What follows belongs to an exercise in optimizing a design on an open flow for a short achievable clock period and few clock cycles per item; a production flow would make more cautious choices. Function was checked by simulation only, so behaviour that the tests miss may differ from the original. Power is estimated from default activity; no workload was simulated.

### flow/config.mk
export PLATFORM = sky130hd
export DESIGN_NAME = mr_ctl_top
export DESIGN_NICKNAME = mr_ctl_top
export VERILOG_FILES = /design/flow/design.v
export SDC_FILE = /design/flow/constraint.sdc
export NUM_CORES = 4
export LEC_CHECK = 0
export CAP_MARGIN = 20
export CORE_MARGIN = 2
export CORE_UTILIZATION = 40
export SLEW_MARGIN = 20
### flow/constraint.sdc
create_clock -name core_clock -period 12.0 [get_ports {clk}]
set_input_delay 2.4000 -clock core_clock [delete_from_list [all_inputs] [get_ports {clk}]]
set_output_delay 2.4000 -clock core_clock [all_outputs]
set_load 0.01 [all_outputs]
### flow/design.v
package mr_ctl_pkg;
    typedef struct packed {
        logic [3-1:0]      chnl;
        logic [5-1:0] local_tag;
    } mr_tag_fields_t;
    typedef union packed {
        logic [8-1:0] flat;
        mr_tag_fields_t         f;
    } mr_tag_u;
    localparam int CHNL_SQ      = 0;
    localparam int CHNL_RQ      = 1;
    localparam int CHNL_TX_REQ  = 2;
    localparam int CHNL_RX_REQ  = 3;
    localparam int CHNL_RX_RESP = 4;
endpackage
`timescale 1ns/100ps
module mr_ctl_top (
    input  logic                                                 clk,
    input  logic                                                 rst,
    input  logic                                                 cfg_wr_en,
    input  logic [4-1:0]                               cfg_key,
    input  logic                                                 cfg_key_valid,
    input  logic [48-1:0]                            cfg_base,
    input  logic [32-1:0]                          cfg_len,
    input  logic [5-1:0]                              req_valid,
    input  logic [5-1:0][8-1:0]             req_qpn,
    input  logic [5-1:0][4-1:0]             req_key,
    input  logic [5-1:0][32-1:0]        req_offset,
    output logic [5-1:0]                              req_ready,
    output logic [5-1:0]                              rsp_valid,
    output logic [5-1:0][16-1:0]     rsp_head,
    output logic [5-1:0][49-1:0]     rsp_data,
    input  logic [5-1:0]                              rsp_ready
);
    localparam int NCH = 5;
    localparam int KN  = 1 << 4;
    localparam int AW  = 48;
    localparam int OW  = 32;
    localparam int QW  = 8;
    localparam int KW  = 4;
    localparam int LTL = 5;
    logic              cq_we;
    logic [KW-1:0]     cq_key;
    logic              cq_kv;
    logic [AW-1:0]     cq_base;
    logic [OW-1:0]     cq_len;
    logic [KN-1:0]     tbl_valid;
    logic [AW-1:0]     tbl_base [KN];
    logic [OW-1:0]     tbl_len  [KN];
    always_ff @(posedge clk or posedge rst) begin
        if (rst) begin
            cq_we <= 1'b0;
        end else begin
            cq_we <= cfg_wr_en;
        end
    end
    always_ff @(posedge clk) begin
        cq_key  <= cfg_key;
        cq_kv   <= cfg_key_valid;
        cq_base <= cfg_base;
        cq_len  <= cfg_len;
    end
    always_ff @(posedge clk or posedge rst) begin
        if (rst) begin
            tbl_valid <= '0;
        end else if (cq_we) begin
            tbl_valid[cq_key] <= cq_kv;
        end
    end
    always_ff @(posedge clk) begin
        if (cq_we) begin
            tbl_base[cq_key] <= cq_base;
            tbl_len[cq_key]  <= cq_len;
        end
    end
    for (genvar c = 0; c < NCH; c++) begin : g_ch
        logic            rdy_q;
        logic            stall;
        logic            take;
        logic            sk_v;
        logic [QW-1:0]   sk_qpn;
        logic [KW-1:0]   sk_key;
        logic [OW-1:0]   sk_off;
        logic            r_v;
        logic [QW-1:0]   r_qpn;
        logic [KW-1:0]   r_key;
        logic [OW-1:0]   r_off;
        logic            m_v;
        logic [QW-1:0]   m_qpn;
        logic [OW-1:0]   m_off;
        logic            m_ent_v;
        logic [AW-1:0]   m_base;
        logic [OW-1:0]   m_len;
        logic            o_v;
        logic [QW-1:0]   o_qpn;
        logic [LTL-1:0]  o_tag;
        logic [AW:0]     o_data;
        logic            x_err;
        logic [AW-1:0]   x_addr;
        assign stall = o_v && !rsp_ready[c];
        assign take  = req_valid[c] && rdy_q;
        always_ff @(posedge clk or posedge rst) begin
            if (rst) begin
                rdy_q <= 1'b1;
                sk_v  <= 1'b0;
                r_v   <= 1'b0;
                m_v   <= 1'b0;
                o_v   <= 1'b0;
                o_tag <= '0;
            end else begin
                if (stall) begin
                    sk_v  <= sk_v || take;
                    rdy_q <= !(sk_v || take);
                end else begin
                    sk_v  <= 1'b0;
                    rdy_q <= 1'b1;
                    r_v   <= sk_v || take;
                    m_v   <= r_v;
                    o_v   <= m_v;
                end
                if (o_v && rsp_ready[c]) begin
                    o_tag <= o_tag + 1'b1;
                end
            end
        end
        always_ff @(posedge clk) begin
            if (!sk_v) begin
                sk_qpn <= req_qpn[c];
                sk_key <= req_key[c];
                sk_off <= req_offset[c];
            end
        end
        assign x_err  = !m_ent_v || (m_off >= m_len);
        assign x_addr = m_base + {{(AW - OW){1'b0}}, m_off};
        always_ff @(posedge clk) begin
            if (!stall) begin
                r_qpn   <= sk_v ? sk_qpn : req_qpn[c];
                r_key   <= sk_v ? sk_key : req_key[c];
                r_off   <= sk_v ? sk_off : req_offset[c];
                m_qpn   <= r_qpn;
                m_off   <= r_off;
                m_ent_v <= tbl_valid[r_key];
                m_base  <= tbl_base[r_key];
                m_len   <= tbl_len[r_key];
                o_qpn   <= m_qpn;
                o_data  <= x_err ? {1'b1, {AW{1'b0}}} : {1'b0, x_addr};
            end
        end
        assign req_ready[c] = rdy_q;
        assign rsp_valid[c] = o_v;
        assign rsp_head[c]  = {o_qpn, {(8 - LTL){1'b0}}, o_tag};
        assign rsp_data[c]  = o_data;
    end
endmodule
### flow/run.sh
#!/bin/bash
# synth_recipe.tcl (not shown) runs the flow's synth.tcl, then flattens the netlist and writes it again
# the make line also repeats each setting of config.mk as NAME=value (left out here)
make -C /OpenROAD-flow-scripts/flow DESIGN_CONFIG=/design/flow/config.mk WORK_HOME=/design/flow/orfs CLKGATE_MAP_FILE= SYNTH_SCRIPT=/design/flow/synth_recipe.tcl finish
==> impl_metrics.env <==
export IMPL_status="timing/DRC/antenna clean"
export IMPL_hold_class="flop to flop"
export IMPL_internal_power_uw=25390
export IMPL_critPathLaunchType="flop"
export IMPL_p_leak_uw=0.05658
export IMPL_peakVddDrop_mv=0.1808
export IMPL_wl_um=514800
export IMPL_post_route_period_util_pct=45.03
export IMPL_drtIter0Drc=13100
export IMPL_drt_pass1_iter_count=7
export IMPL_layout_drive_gt1_share_pct=34.19
export IMPL_hold_buffers=0
export IMPL_dieArea_mm2=0.3695
export IMPL_clk_latency_ns=0.95
export IMPL_htree_num_levels=5
export IMPL_synth_top_area_share_pct=49.20
export IMPL_slew_viol_final=0
export IMPL_cap_violations=0
export IMPL_fin_cells=13600
export IMPL_post_dp_cell_area_mm2=0.1578
export IMPL_skew_ns=0.04872
export IMPL_period_minus_slack_ns=5.403
export IMPL_synth_warnings=1
export IMPL_critPathMaxStageDelay_ns=0.90
export IMPL_tightest_slew_ns=1.268
export IMPL_async_reset_ff_share_pct=2.426
export IMPL_first_global_vias=88290
export IMPL_r2r_slack_ns=6.60
export IMPL_io_pins=653
export IMPL_crit_top_cell="buf_4"
export IMPL_setup_tns_final_ns=0
export IMPL_final_cell_area_mm2=0.1687
export IMPL_path_clk_slew_ns=0.06
export IMPL_synth_common_cells="edfxtp_1, mux4_2, clkbuf_1"
export IMPL_dp_cells=12970
export IMPL_rsz0062_at_grt="no"
export IMPL_num_rows=221
export IMPL_min_delay_path_depth=0
export IMPL_path_buf_inv=5
export IMPL_worstHoldEndpoint="g_ch[3].m_off[22]"
export IMPL_pwr_share_clk_pct=25.0
export IMPL_place_congestion=0.9493
export IMPL_ys_types=92
export IMPL_regToRegEndpoint="g_ch[1].o_data[41]"
export IMPL_cts_resized_gates=0
export IMPL_setup_viol=0
export IMPL_cts_inserted_buffers=311
export IMPL_root_buffer="clkbuf_16"
export IMPL_grt_pass1_wl_um=711300
export IMPL_vias_per_cell=6.585
export IMPL_postCtsSetupBuffers=0
export IMPL_r2r_start="g_ch[1].m_off[0]"
export IMPL_fin_nets=9147
export IMPL_yosys_top_cells_area="edfxtp_1, mux4_2, dfxtp_1, ha_1, mux2_2"
export IMPL_drc=0
export IMPL_core_mm2=0.3628
export IMPL_cp_cell_sequence="inv_1 -> ha_1 -> nand2b_1 -> a21o_1 -> a21oi_1 -> o21ai_0 -> o21ai_0 -> a311oi_2 -> nor2_2 -> buf_4 -> inv_2 -> buf_4 -> buf_4 -> or4_1 -> nand2_1"
export IMPL_cp_max_fo=25
export IMPL_syn_avg_cell_area_um2=18.39
export IMPL_synth_flop_cell="edfxtp_1"
export IMPL_die_h_um=607.9
export IMPL_cts_tree="yes"
export IMPL_area_delta_synth_final_pct=15.64
export IMPL_seq_power_share_pct=35.9
export IMPL_grt_max_degree=129
export IMPL_wl_per_cell_um=37.85
export IMPL_ff2ff_path_depth=15
export IMPL_cts_sinks=2762
export IMPL_slowest_stage="o21ai_0"
export IMPL_initial_utilization_pct=40.21
export IMPL_synth_cells=7930
export IMPL_synth_edf_count=2390
export IMPL_netlist_area_mm2=0.1459
export IMPL_utilization_pct=46.50
export IMPL_fmax_mhz=185.1
export IMPL_slew_headroom_pct=15.47
export IMPL_swShare_pct=36.52
export IMPL_crit_family="compound AO/OA/AOI/OAI gates"
export IMPL_power_frac_comb_pct=39.1
export IMPL_via_count=89550
export IMPL_drt_antenna_violating_nets=0
export IMPL_crit_type="flop to flop"
export IMPL_antenna_found_initial=86
export IMPL_portBuffers=637
export IMPL_p_per_area_mw_per_mm2=237.1
export IMPL_grt_ovfl_total=0
export IMPL_yosys_area_top_type="edfxtp_1"
export IMPL_track_usage_pct=27.46
export IMPL_fp_dieW_um=607.9
export IMPL_dpl_hpwl_um=337300
export IMPL_required_ns=12.79
export IMPL_seq_area_frac_synth_pct=54.54
export IMPL_timing_critical_path_from="g_ch[1].m_off[0]"
export IMPL_timing_hold_violations_final=0
export IMPL_synth_most_common_cell="edfxtp_1"
export IMPL_cp_arrival_ns=6.19
export IMPL_clock_path_buffers=4
export IMPL_synth_seq_cells=2762
export IMPL_crit_path_end_kind="flop"
export IMPL_switchingPower_uw=14600
export IMPL_min_from="g_ch[3].r_off[22]"
layer usage:
metal / wire, µm / GRT usage (%) / part of all wire [%] / vias up
met5: 287 / 0 / 0.056 / -
met2: 236900 / 42.46 / 46 / 5998
met4: 28360 / 13.13 / 5.5 / 44
met3: 63180 / 9.087 / 12 / 1204
met1: 186000 / 34.96 / 36 / 47190
li1: - / - / - / 35120
worst register-to-register path, stage by stage (launching register included):
cell and delay, ns:
edfxtp_1 0.39, inv_1 0.08, ha_1 0.24, nand2b_1 0.16, a21o_1 0.18, a21oi_1 0.19, o21ai_0 0.24, o21ai_0 0.90
a311oi_2 0.57, nor2_2 0.63, buf_4 0.37, inv_2 0.07, buf_4 0.25, buf_4 0.30, or4_1 0.59, nand2_1 0.10
metrics by stage:
step	power [µW]	setup WS (ns)	hold WS (ns)
4_1_cts	39970	6.674	0.4094
5_1_grt	41400	6.558	0.4144
2_1_floorplan	23270	3.243	0.4003
6_report	39990	6.597	0.4090
3_5_place_dp	29900	6.653	0.4045
3_3_place_gp	29840	6.702	0.4004
registers in the layout, indices dropped and copies added (netlist names), 20 cells and up:
register     flops
g_ch.o_data    245
g_ch.m_base    240
g_ch.m_len     160
g_ch.o_qpn      40
g_ch.r_key      20
cq_len          32
g_ch.r_off     160
tbl_len        512
cq_base         48
g_ch.o_tag      25
g_ch.sk_qpn     40
g_ch.m_qpn      40
g_ch.sk_off    160
g_ch.m_off     160
g_ch.r_qpn      40
tbl_base       768
g_ch.sk_key     20
layout by cell type (no fill, tap or decap), types with 162 or more instances in the layout:
| master | instances |
|---|---|
| a21oi_1 | 226 |
| mux2_2 | 234 |
| nor2_1 | 236 |
| inv_1 | 229 |
| dfxtp_1 | 305 |
| ha_1 | 330 |
| clkdlybuf4s50_1 | 637 |
| nand2_1 | 162 |
| clkbuf_16 | 327 |
| edfxtp_1 | 2390 |
| mux4_2 | 2025 |
power by group through the flow:
stage               clock (µW)  combinational (µW)  sequential, µW
floorplan                    0                9220           14100
global placement             0               15300           14500
detailed placement           0               15400           14500
CTS                      10200               15500           14400
global route             10500               16400           14500
finish                   10000               15600           14300
layout make-up:
type                       instances  area [µm²]
tap                             4794        5998
timing repair buffer             806        8000
clock buffer                     419        8798
sequential                      2762       79570
fill                           30240      194100
clock inverter                   161        1896
antenna                           44       110.1
multi-input combinational       4379       63430
inverter                         234       879.6
kinds of logic (layout without fill, tap and decap cells):
kind of cell / count (synthesis) / in the layout / synth area share (%)
DFF: 2762 / 2762 / 54.54
muxes: 2277 / 2277 / 33.19
and+or+nand+nor: 834 / 834 / 2.865
buffers and inverters: 803 / 1620 / 2.140
AOI/OAI and AO/OA: 750 / 750 / 3.350
adders and majority gates: 335 / 335 / 2.899
xor gates and xnor gates: 168 / 168 / 1.009
other: 1 / 59 / 0.002571
worst max-delay path by stage:
stage / end / slack (ns) / cells after the start
after floorplan: g_ch[0].m_v / 3.24 / 2
after global placement: g_ch[1].o_data[47] / 6.70 / 15
after detailed placement: g_ch[3].o_data[34] / 6.65 / 4
after CTS: g_ch[1].o_data[47] / 6.67 / 15
after global routing: g_ch[1].o_data[41] / 6.56 / 15
final: g_ch[1].o_data[41] / 6.60 / 15
Testbench counts, summed over its fixed seeds: cycles 2,678, items 12,000.

port drivers added, routing unchanged:
No port has a modelled driver above. Below, the same layout with a new extraction and two added sets of constraints.
Step 1 sets driving cells, clkbuf_16 on the clock port and buf_2 on the other inputs (assumed; they add their load-dependent delay and slew).
Step 2 also shifts input and output timing later by t, the mid clock arrival at the registers, as if the neighbouring blocks saw the same clock.
Slacks: ideal ports / drivers / drivers and shift; pairs: ideal ports / drivers.
shift t [ns]: 1.038
setup slack, ns: 6.597 / 6.597 / 6.597
latest minus earliest clock arrival (ns): 0.060 / 0.060
slew at the worst register clock pin (ns): 0.07 / 0.07
worst data-port slew with drivers (ns): 0.24
After both steps setup and hold are still met in this run. The setup slack of this run moves by 0.000 ns with the drivers and by 0.000 ns with both steps.
